This is an optimization exercise on Yosys and OpenROAD, whose aim is small area, a short achievable clock period and few clock cycles per item, not a production implementation. Function was checked by simulation only, so behaviour that the tests miss may differ from the original. Power figures rest on the tool's default switching activity, not on a simulated workload.

--- flow/run.sh ---
#!/bin/bash
# synth_recipe.tcl (not shown) runs the flow's synth.tcl, then flattens the netlist and writes it again
# the make line also repeats each setting of config.mk as NAME=value (left out here)
make -C /OpenROAD-flow-scripts/flow DESIGN_CONFIG=/design/flow/config.mk WORK_HOME=/design/flow/orfs CLKGATE_MAP_FILE= SYNTH_SCRIPT=/design/flow/synth_recipe.tcl finish
--- flow/config.mk ---
export PLATFORM = sky130hd
export DESIGN_NAME = bucketed_hash_key_table_core
export DESIGN_NICKNAME = bucketed_hash_key_table_core
export VERILOG_FILES = /design/flow/design.v
export SDC_FILE = /design/flow/constraint.sdc
export NUM_CORES = 4
export LEC_CHECK = 0
export CAP_MARGIN = 20
export CORE_MARGIN = 2
export CORE_UTILIZATION = 40
export SLEW_MARGIN = 20
--- flow/constraint.sdc ---
create_clock -name core_clock -period 6.0 [get_ports {aclk}]
set_input_delay 1.2000 -clock core_clock [delete_from_list [all_inputs] [get_ports {aclk}]]
set_output_delay 1.2000 -clock core_clock [all_outputs]
set_load 0.01 [all_outputs]
--- flow/design.v ---
package bhkt_pkg;
    localparam int BUCKETS  = 16;    
    localparam int WAYS     = 4;
    localparam int KEY_W    = 31;
    localparam int BUCKET_W = (BUCKETS > 1) ? $clog2(BUCKETS) : 1;
    localparam int TAG_W    = KEY_W - BUCKET_W;   
    localparam int FILL_W   = $clog2(WAYS + 1);
    localparam logic [1:0] REQ_INSERT = 2'd0;
    localparam logic [1:0] REQ_DELETE = 2'd1;
    localparam logic [2:0] ST_INSERTED  = 3'd0;
    localparam logic [2:0] ST_DELETED   = 3'd1;
    localparam logic [2:0] ST_FOUND     = 3'd2;
    localparam logic [2:0] ST_NOT_FOUND = 3'd3;
    localparam logic [2:0] ST_FULL      = 3'd4;
endpackage
module bucketed_hash_key_table_core (
    input  logic        aclk,
    input  logic        aresetn,
    input  logic        s_valid,
    output logic        s_ready,
    input  logic [1:0]  s_req_type,
    input  logic [30:0] s_key_value,
    output logic        m_valid,
    input  logic        m_ready,
    output logic [2:0]  m_status
);
    localparam int BUCKETS  = bhkt_pkg::BUCKETS;
    localparam int WAYS     = bhkt_pkg::WAYS;
    localparam int KEY_W    = bhkt_pkg::KEY_W;
    localparam int BUCKET_W = bhkt_pkg::BUCKET_W;
    localparam int TAG_W    = bhkt_pkg::TAG_W;
    localparam int FILL_W   = bhkt_pkg::FILL_W;
    localparam logic [1:0] REQ_INSERT   = bhkt_pkg::REQ_INSERT;
    localparam logic [1:0] REQ_DELETE   = bhkt_pkg::REQ_DELETE;
    localparam logic [2:0] ST_INSERTED  = bhkt_pkg::ST_INSERTED;
    localparam logic [2:0] ST_DELETED   = bhkt_pkg::ST_DELETED;
    localparam logic [2:0] ST_FOUND     = bhkt_pkg::ST_FOUND;
    localparam logic [2:0] ST_NOT_FOUND = bhkt_pkg::ST_NOT_FOUND;
    localparam logic [2:0] ST_FULL      = bhkt_pkg::ST_FULL;
    localparam int OUTQ = 5;
    logic               s_ready_reg;
    logic               s_accept;
    logic               r_valid;
    logic [1:0]         r_type;
    logic [KEY_W-1:0]   r_key;
    assign s_accept = s_valid && s_ready_reg;
    always_ff @(posedge aclk) begin
        r_type <= s_req_type;
        r_key  <= s_key_value;
    end
    logic [TAG_W-1:0]   tag_q  [BUCKETS][WAYS];
    logic [FILL_W-1:0]  fill_q [BUCKETS];
    logic               x1_valid, x2_valid;
    logic [1:0]         x1_type, x2_type;
    logic [KEY_W-1:0]   x1_key, x2_key;
    logic [TAG_W-1:0]   x1_row [WAYS];
    logic [TAG_W-1:0]   x2_row [WAYS];       
    logic [WAYS-1:0]    x1_v, x2_v;          
    logic [WAYS-1:0]    x2_eq;               
    logic [BUCKET_W-1:0] r_bucket, x1_bucket, x2_bucket;
    logic [TAG_W-1:0]    x1_tag, x2_tag;
    assign r_bucket  = r_key[BUCKET_W-1:0];
    assign x1_bucket = x1_key[BUCKET_W-1:0];
    assign x2_bucket = x2_key[BUCKET_W-1:0];
    assign x1_tag    = x1_key[KEY_W-1:BUCKET_W];
    assign x2_tag    = x2_key[KEY_W-1:BUCKET_W];
    logic               is_ins, is_del;
    logic [WAYS-1:0]    match, pmatch, ins_pos, we;
    logic               found, full, fill_we;
    logic [TAG_W-1:0]   wdata [WAYS];
    logic [WAYS-1:0]    v_next;
    logic [FILL_W-1:0]  fill_next;
    logic [2:0]         status;
    assign is_ins = (x2_type == REQ_INSERT);
    assign is_del = (x2_type == REQ_DELETE);
    assign full   = x2_v[WAYS-1];
    always_comb begin
        match = x2_v & x2_eq;
        pmatch[0] = match[0];
        for (int w = 1; w < WAYS; w++) pmatch[w] = pmatch[w-1] | match[w];
        found = pmatch[WAYS-1];
        ins_pos[0] = !x2_v[0];
        for (int w = 1; w < WAYS; w++) ins_pos[w] = x2_v[w-1] && !x2_v[w];
        for (int w = 0; w < WAYS; w++) begin
            wdata[w] = (is_ins || w == WAYS-1) ? x2_tag : x2_row[(w+1) % WAYS];
            we[w]    = x2_valid && ((is_ins && ins_pos[w]) ||
                                    (is_del && pmatch[w] && w != WAYS-1));
        end
        fill_we = x2_valid && ((is_ins && !full) || (is_del && found));
        v_next  = is_ins ? {x2_v[WAYS-2:0], 1'b1} : {1'b0, x2_v[WAYS-1:1]};
        fill_next = '0;
        for (int w = 0; w < WAYS; w++) begin
            if (v_next[w] && (w == WAYS-1 || !v_next[(w+1) % WAYS])) fill_next = FILL_W'(w + 1);
        end
        if (is_ins)      status = full ? ST_FULL : ST_INSERTED;
        else if (is_del) status = found ? ST_DELETED : ST_NOT_FOUND;
        else             status = found ? ST_FOUND : ST_NOT_FOUND;
    end
    always_ff @(posedge aclk) begin
        for (int b = 0; b < BUCKETS; b++) begin
            for (int w = 0; w < WAYS; w++) begin
                if (we[w] && x2_bucket == BUCKET_W'(b)) tag_q[b][w] <= wdata[w];
            end
        end
    end
    always_ff @(posedge aclk) begin
        if (!aresetn) begin
            for (int b = 0; b < BUCKETS; b++) fill_q[b] <= '0;
        end else if (fill_we) begin
            fill_q[x2_bucket] <= fill_next;
        end
    end
    logic              same_r;      
    logic [FILL_W-1:0] r_fill;
    assign same_r = x2_valid && (x2_bucket == r_bucket);
    assign r_fill = fill_q[r_bucket];
    always_ff @(posedge aclk) begin
        x1_type <= r_type;
        x1_key  <= r_key;
        for (int w = 0; w < WAYS; w++) begin
            x1_row[w] <= (same_r && we[w]) ? wdata[w] : tag_q[r_bucket][w];
        end
        if (same_r && fill_we) begin
            x1_v <= v_next;
        end else begin
            for (int w = 0; w < WAYS; w++) x1_v[w] <= (FILL_W'(w) < r_fill);
        end
    end
    logic              same_1;      
    logic [WAYS-1:0]   c;           
    logic              k;           
    assign same_1 = x2_valid && (x2_bucket == x1_bucket);
    always_comb begin
        for (int w = 0; w < WAYS; w++) c[w] = (x1_row[w] == x1_tag);
        k = (x2_tag == x1_tag);
    end
    always_ff @(posedge aclk) begin
        x2_type <= x1_type;
        x2_key  <= x1_key;
        for (int w = 1; w < WAYS; w++) begin
            x2_row[w] <= (same_1 && we[w]) ? wdata[w] : x1_row[w];
        end
        for (int w = 0; w < WAYS; w++) begin
            if (same_1 && we[w])
                x2_eq[w] <= (is_ins || w == WAYS-1) ? k : c[(w+1) % WAYS];
            else
                x2_eq[w] <= c[w];
        end
        x2_v <= (same_1 && fill_we) ? v_next : x1_v;
    end
    logic [2:0]           q [OUTQ];
    logic [OUTQ-1:0]      qv, qv_pop, qv_next;
    logic [OUTQ-1:0]      n_out, n_next;
    logic                 m_valid_reg;
    logic                 pop;
    assign pop     = m_valid_reg && m_ready;
    assign qv_pop  = pop ? {1'b0, qv[OUTQ-1:1]} : qv;
    assign qv_next = x2_valid ? {qv_pop[OUTQ-2:0], 1'b1} : qv_pop;
    always_comb begin
        n_next = n_out;
        if (s_accept && !pop)      n_next = {n_out[OUTQ-2:0], 1'b1};
        else if (!s_accept && pop) n_next = {1'b0, n_out[OUTQ-1:1]};
    end
    always_ff @(posedge aclk) begin
        if (!aresetn) begin
            s_ready_reg <= 1'b1;
            r_valid     <= 1'b0;
            x1_valid    <= 1'b0;
            x2_valid    <= 1'b0;
            qv          <= '0;
            n_out       <= '0;
            m_valid_reg <= 1'b0;
        end else begin
            r_valid     <= s_accept;
            x1_valid    <= r_valid;
            x2_valid    <= x1_valid;
            n_out       <= n_next;
            s_ready_reg <= !n_next[OUTQ-1];
            qv          <= qv_next;
            m_valid_reg <= qv_next[0];
        end
    end
    always_ff @(posedge aclk) begin
        for (int i = 0; i < OUTQ; i++) begin
            if (pop)
                q[i] <= (i < OUTQ-1 && qv[(i+1) % OUTQ]) ? q[(i+1) % OUTQ] : status;
            else
                q[i] <= qv[i] ? q[i] : status;
        end
    end
    assign s_ready  = s_ready_reg;
    assign m_valid  = m_valid_reg;
    assign m_status = q[0];
endmodule
==> flow_summary.ini, run 1 <==
[global_routing]
track_usage = 0.275
grt_pass1_vias = 46024
antenna_found_initial = 21
grt_pass1_wl_microns = 377000
grt_start_max_net_pins = 74
overflow = 0

[clock_network]
ctsRootBufferMaster = clkbuf_16
h-tree-depth = 4
cts_setup_buffers = 0
cts.sinks = 2105
cts_tree = built
clock_path_buffers = 3
clk_latency_ns = 0.86
cts_resized = 0
hold_buffers = 0
cts_buffers = 203
path_clk_slew_ns = 0.06

[worst_setup_path]
slowest_stage = nand2_2
critPathLaunchType = register
crit_buf_inv = 0
worstPathArrival_ns = 4.44
crit_path_max_fanout = 51
slowest_delay_ns = 0.95
critical_path_class = reg -> reg
end_kind = register
critPathTopFamily = simple AND/OR/NAND/NOR gates
crit_required_ns = 6.74
crit_chain = xnor2_1 > nand3_1 > nor3_2 > nand2_2 > mux2_2

[power_and_ir_drop]
vdd_drop_max_v = 0.000335
cellPowerDensity_nw_per_um2 = 354
leakage_nw = 28.9

[sta]
relSlewSlack = 0.160
setup_viol = 0
min_period_ns = 3.70
whs_ns = 0.322
hold_violations = 0
rsz0062_at_grt = no
fin_setup_tns_ns = 0
fmax_mhz = 270
slew_violations = 0
setup_ws_ns = 2.30
period_share = 0.617
finClkSkew_ns = 0.0461
tightestPinTransition_ns = 1.26

[logic_synthesis]
synth_seq_cells = 2105
synth-seq-area-share = 0.773
avgSynthCellArea_sq_um = 16.1
ys.flop_type = edfxtp_1
synth_enable_flop_cells = 1779
async_flop_share = 0
synth_nets = 4851
synthDistinctLibCells = 79
synthCells = 4812
synth_warnings = 6
synth_area_sq_um = 77600

[floorplan]
initial_core_util = 0.403
coreArea_sq_um = 193000
die_x_microns = 444
core.rowCount = 161
die_area_sq_um = 198000
die_h_microns = 444
io_pins = 42

[layout]
drive_above_1_share = 0.140
syn_to_final_growth_pct = 14.5
top_register = tag_q
final_common_cell = edfxtp_1
largest_reg_flops = 1728
multi_input_area_sq_um = 16500
regArea_sq_um = 60000
top_regs = tag_q x1728, x1_row x108, x2_row x81
finalNetCount = 4975
n_fill_cell = 16438
finish.utilization = 0.461
most-common-layout-cells = edfxtp_1 (1779), a22oi_1 (418), dfxtp_1 (322)

[min_path]
min_path_type = reg -> reg

[placed_design]
place_ws_ns = 2.31
port-buffer-count = 41
dp_hpwl_microns = 163000
place_congestion = 1.03

[route]
ant_nets = 0
drt-wirelength-per-cell_microns = 36.3
vias = 48585
routed_via_density = 6.36
drt_iter0_markers = 8563
drc = 0
finalWirelength_microns = 277000
firstDrtPassIters = 7

[status]
outcome = no timing/DRC/antenna violations

[flow_run]
cap_violations = 0
## per-stage QoR
step	cell area, sq um	power, mW	std cells
after detailed placement	82000	18.7	7257
after CTS	88800	31.4	7641
final	88800	31.4	7645
after floorplan	77600	17.7	4812
after global placement	82000	18.7	7255
after global routing	88800	32.1	7641
## area by class of cell
| type | count | share of cell area |
|---|---|---|
| Inverter | 84 | 0.00355 |
| Timing Repair Buffer | 239 | 0.0237 |
| Antenna cell | 4 | 0.000113 |
| Sequential cell | 2105 | 0.675 |
| Tap cell | 2526 | 0.0356 |
| Clock inverter | 85 | 0.00965 |
| Clock buffer | 299 | 0.0666 |
| Multi-Input combinational cell | 2303 | 0.186 |
## Yosys cell counts, types with 90 or more instances
master	instances	share of area
a22oi_1	418	0.040
a21oi_1	227	0.015
nand2_1	166	0.0080
edfxtp_1	1779	0.69
buf_2	148	0.0095
nor2_1	237	0.011
dfxtp_1	326	0.084
nand3_1	90	0.0058
clkbuf_1	129	0.0062
o21ai_0	154	0.0099
a22o_1	118	0.013
## kinds of logic (layout without fill, tap and decap cells)
kind of cell               after synthesis  in the layout  share of synthesized area
AOI/OAI and AO/OA                     1277           1277                      0.118
xor gates and xnor gates               140            140                     0.0158
adders and majority gates                2              2                   0.000322
buffers and inverters                  404            707                     0.0239
DFF                                   2105           2105                      0.773
muxes                                  146            146                     0.0226
other                                    0              4                          0
and+or+nand+nor                        738            738                     0.0466
## report_power, final
group	leakage [nW]	internal [mW]	total [mW]	switching, mW
Clock	3.32	7.36	12.9	5.54
Sequential	18.9	16.3	16.7	0.362
Combinational	6.74	0.496	1.87	1.37
Total	28.9	24.2	31.4	7.27
## final timing paths
path | start | end | slack, ns | cells past startpoint
hold / removal | r_key[28]$_DFF_P_ | x1_key[28]$_DFF_P_ | 0.32 | 0
setup reg to reg | r_key[1]$_DFF_P_ | x1_row[0][13]$_DFF_P_ | 2.30 | 5
hold reg to reg | r_key[28]$_DFF_P_ | x1_key[28]$_DFF_P_ | 0.32 | 0
setup / recovery | r_key[1]$_DFF_P_ | x1_row[0][13]$_DFF_P_ | 2.30 | 5
## layer usage
metal,global-route usage,share of wire
met5,0,0.00039
met4,0.144,0.059
met3,0.0690,0.13
met2,0.408,0.44
met1,0.374,0.38
Testbench counts, summed over its fixed seeds: cycles 24,032, items 24,000.
==> inputs of run 2 (changes only) <==
--- a/flow/design.v
+++ b/flow/design.v
@@ -46,2 +46,3 @@
     assign s_accept = s_valid && s_ready_reg;
+    logic [BUCKETS-1:0] r_oh;        
     always_ff @(posedge aclk) begin
@@ -49,2 +50,3 @@
         r_key  <= s_key_value;
+        for (int b = 0; b < BUCKETS; b++) r_oh[b] <= (s_key_value[BUCKET_W-1:0] == BUCKET_W'(b));
     end
@@ -114,4 +116,12 @@
     logic [FILL_W-1:0] r_fill;
+    logic [TAG_W-1:0]  r_row [WAYS];
     assign same_r = x2_valid && (x2_bucket == r_bucket);
-    assign r_fill = fill_q[r_bucket];
+    always_comb begin
+        r_fill = '0;
+        for (int w = 0; w < WAYS; w++) r_row[w] = '0;
+        for (int b = 0; b < BUCKETS; b++) begin
+            r_fill = r_fill | (fill_q[b] & {FILL_W{r_oh[b]}});
+            for (int w = 0; w < WAYS; w++) r_row[w] = r_row[w] | (tag_q[b][w] & {TAG_W{r_oh[b]}});
+        end
+    end
     always_ff @(posedge aclk) begin
@@ -120,3 +130,3 @@
         for (int w = 0; w < WAYS; w++) begin
-            x1_row[w] <= (same_r && we[w]) ? wdata[w] : tag_q[r_bucket][w];
+            x1_row[w] <= (same_r && we[w]) ? wdata[w] : r_row[w];
         end
--- a/flow/config.mk
+++ b/flow/config.mk
@@ -10,2 +10,3 @@
 export CORE_UTILIZATION = 40
+export SETUP_SLACK_MARGIN = 3.3
 export SLEW_MARGIN = 20
==> run 2 against run 1 <==
  * Sequential share of layout area increased by 1.7 points
  * Power decreased by 0.68%
  * Synthesized cell count decreased by 9.7%
  * Still clean on timing, DRC and antenna
  * Hold slack improved by 0.0024 ns
  * Non-clock buffer count decreased by 64
  * Area after synthesis decreased by 1.8%
  * Clock power about the same
  * Largest power group unchanged
  * Sequential power about the same
  * Clock skew decreased by 0.018 ns
  * Fmax increased by 37%
==> flow_summary.ini, run 2 <==
[status]
outcome = no timing/DRC/antenna violations

[route]
drt_iter0_markers = 6431
routed_via_density = 6.17
vias = 44108
drt-wirelength-per-cell_microns = 33.1
drc = 0
firstDrtPassIters = 6
ant_nets = 0
finalWirelength_microns = 236000

[global_routing]
track_usage = 0.238
antenna_found_initial = 12
grt_pass1_vias = 42523
grt_start_max_net_pins = 89
grt_util_met2 = 0.381
grt-busiest-layer = met2
grt_use_met3 = 0.0464
grt_pass1_wl_microns = 327000
use_met1 = 0.329
overflow = 0

[floorplan]
io_pins = 42
core.rowCount = 160
die_x_microns = 441
die_h_microns = 441
die_area_sq_um = 194000
coreArea_sq_um = 190000
initial_core_util = 0.402

[clock_network]
h-tree-depth = 4
hold_buffers = 0
cts_tree = built
cts.sinks = 2121
ctsRootBufferMaster = clkbuf_16
clock_path_buffers = 3
cts_buffers = 205
clk_latency_ns = 0.84
path_clk_slew_ns = 0.06

[min_path]
hold_start = r_key[27]$_DFF_P_
min_path_type = reg -> reg
whs_endpoint = x1_key[27]$_DFF_P_
whs_path_depth = 0

[logic_synthesis]
netlist.area_leader.share = 0.701
ys.flop_type = edfxtp_1
synth_warnings = 7
synthCells = 4344
synth_seq_cells = 2121
avgSynthCellArea_sq_um = 17.5
synth-seq-area-share = 0.791
netlist_top_cells_count = edfxtp_1 (1779), dfxtp_1 (342), a22o_1 (338)
async_flop_share = 0
synth_area_sq_um = 76200
synth_nets = 4383
synth_most_common_cell = edfxtp_1
synth_largest_area_cell = edfxtp_1
synth_area_leaders = edfxtp_1 (70%), dfxtp_1 (9.0%), a22o_1 (3.9%)
synthDistinctLibCells = 59
synth_enable_flop_cells = 1779

[layout]
finalNetCount = 4484
finalInstanceArea_sq_um = 87200
finish.utilization = 0.460
drive_above_1_share = 0.157
n_fill_cell = 16111
top_register = tag_q
top_regs = tag_q x1728, x1_row x108, x2_row x81
largest_reg_flops = 1728
syn_to_final_growth_pct = 14.4
most-common-layout-cells = edfxtp_1 (1779), a22o_1 (338), a221oi_1 (337)
final_cells = 7144
final_common_cell = edfxtp_1

[worst_setup_path]
worstPathArrival_ns = 3.17
crit_required_ns = 6.46
critPathTopFamily = simple AND/OR/NAND/NOR gates
worstSetupStartpoint = x2_key[0]$_DFF_P_
slowest_stage = nand3_1
timing.rr.start = x2_key[0]$_DFF_P_
crit_path_max_fanout = 27
r2r-end = tag_q[52][11]$_DFFE_PP_
critPathLaunchType = register
reg2reg_slack_ns = 3.29
r2r_cells = 4
slowest_delay_ns = 0.60
crit_chain = nor2b_1 > nand3_1 > nor2_4 > buf_4
critical_path_class = reg -> reg
end_kind = register
crit_buf_inv = 1

[placed_design]
place_congestion = 0.920
dpl.cell_count = 6733
postPlaceCellArea_sq_um = 80100
port-buffer-count = 41
dp_hpwl_microns = 124000

[power_and_ir_drop]
leakage_nw = 27.9
vdd_drop_max_v = 0.000238
p_total_mw = 31.2
cellPowerDensity_nw_per_um2 = 358

[sta]
period_share = 0.452
fmax_mhz = 369
finClkSkew_ns = 0.0279
hold_violations = 0
tightestPinTransition_ns = 1.11
relSlewSlack = 0.260
setup_viol = 0
min_period_ns = 2.71
fin_setup_tns_ns = 0
slew_violations = 0
rsz0062_at_grt = yes

[flow_run]
cap_violations = 0
==> run 2: cell count changes after synthesis, sizes merged, moves of 87 or more <==
cell and change:
a221oi +245, a22o +220, a22oi -198, a21oi -189
o21ai -125, nand2 -121, buf -98, nand4 +90
mux2 +87, xnor2 +87, xor2 -87
==> run 2: report_power, final <==
part | switching, mW | leakage [nW] | internal (mW)
clock network | 5.49 | 3.33 | 7.49
registers | 0.412 | 19.0 | 16.4
logic | 0.927 | 5.58 | 0.477
total | 6.83 | 27.9 | 24.4
==> run 2: stage by stage <==
step / hold slack, ns / worst slack, ns
global route: 0.330 / 3.24
finish: 0.325 / 3.29
CTS: 0.326 / 3.13
floorplan: 0.310 / 2.95
detailed placement: 0.312 / 2.52
global placement: 0.312 / 2.52
==> run 2: cell type report <==
type / count / area (sq um) / share of cell area
flip-flops and latches: 2121 / 60300 / 0.692
multi-input cells: 1930 / 15300 / 0.176
clock buffers: 285 / 5690 / 0.0653
clock inverters: 104 / 1090 / 0.0125
well taps: 2511 / 3140 / 0.0360
repair buffers: 175 / 1590 / 0.0182
diodes: 6 / 15.0 / 0.000172
inverters: 12 / 45.0 / 0.000516
==> run 2: logic make-up after synthesis <==
logic type / after synthesis / synth area share
xor gates and xnor gates: 140 / 0.0161
AOI/OAI and AO/OA: 1073 / 0.115
muxes: 177 / 0.0260
adders and majority gates: 2 / 0.000328
DFF: 2121 / 0.791
buffers and inverters: 294 / 0.0156
and+or+nand+nor: 537 / 0.0366
==> run 2: worst max-delay path by stage <==
stage | endpoint | slack, ns | cells past startpoint
floorplan | tag_q[10][0]$_DFFE_PP_ | 2.95 | 7
global placement | fill_q[3][2]$_SDFFCE_PN0P_ | 2.52 | 7
detailed placement | fill_q[14][1]$_SDFFCE_PN0P_ | 2.52 | 5
CTS | fill_q[9][0]$_SDFFCE_PN0P_ | 3.13 | 5
global route | tag_q[32][15]$_DFFE_PP_ | 3.24 | 4
finish | tag_q[52][11]$_DFFE_PP_ | 3.29 | 4
==> run 2: timing repair <==
action                     CTS  global route
setup endpoints to repair  215          1545
buffers inserted             6             8
hold endpoints to repair     0             0
cloned                       1             0
gates resized for setup     27            41
pin swaps                    7             6
==> run 2: routing by layer <==
layer	share of wire	wire [microns]	up-vias
met1	0.40	95000	23210
met3	0.097	22900	423
met2	0.47	111000	2526
met4	0.031	7420	2
met5	0.000038	9	-
li1	-	-	17947
==> run 2: worst reg2reg max path, delay by kind of cell (launching register included) <==
kind                   cells  cell delay, ns
buffers and inverters      1            0.57
AND/OR/NAND/NOR            3            1.20
flip-flops                 1            0.55
Testbench counts of run 2, summed over its fixed seeds: cycles 24,032, items 24,000.

-- static timing again, ports no longer ideal --
No port has a modelled driver above. Below, the same layouts with a new extraction and two added sets of constraints.
Step 1 assumes that a clkbuf_16 drives the clock port and a buf_2 every other input.
Step 2 times the ports against the registers' clock, not the clock port: input delays grow and output delays shrink by t, the midpoint of the rising clock arrivals with the driver on.
a / b / c = no drivers / after step 1 / after step 2; a / b = the first two.
run	t, ns	setup WS [ns]	cell pins on the clock port's net
run 1	0.922	2.296 / 2.296 / 2.291	1
run 2	0.912	3.287 / 3.287 / 2.485	1
After both steps every run listed still meets setup and hold. The setup slack of run 2, which loses most, moves by 0.000 ns with the drivers and by -0.802 ns with both steps.
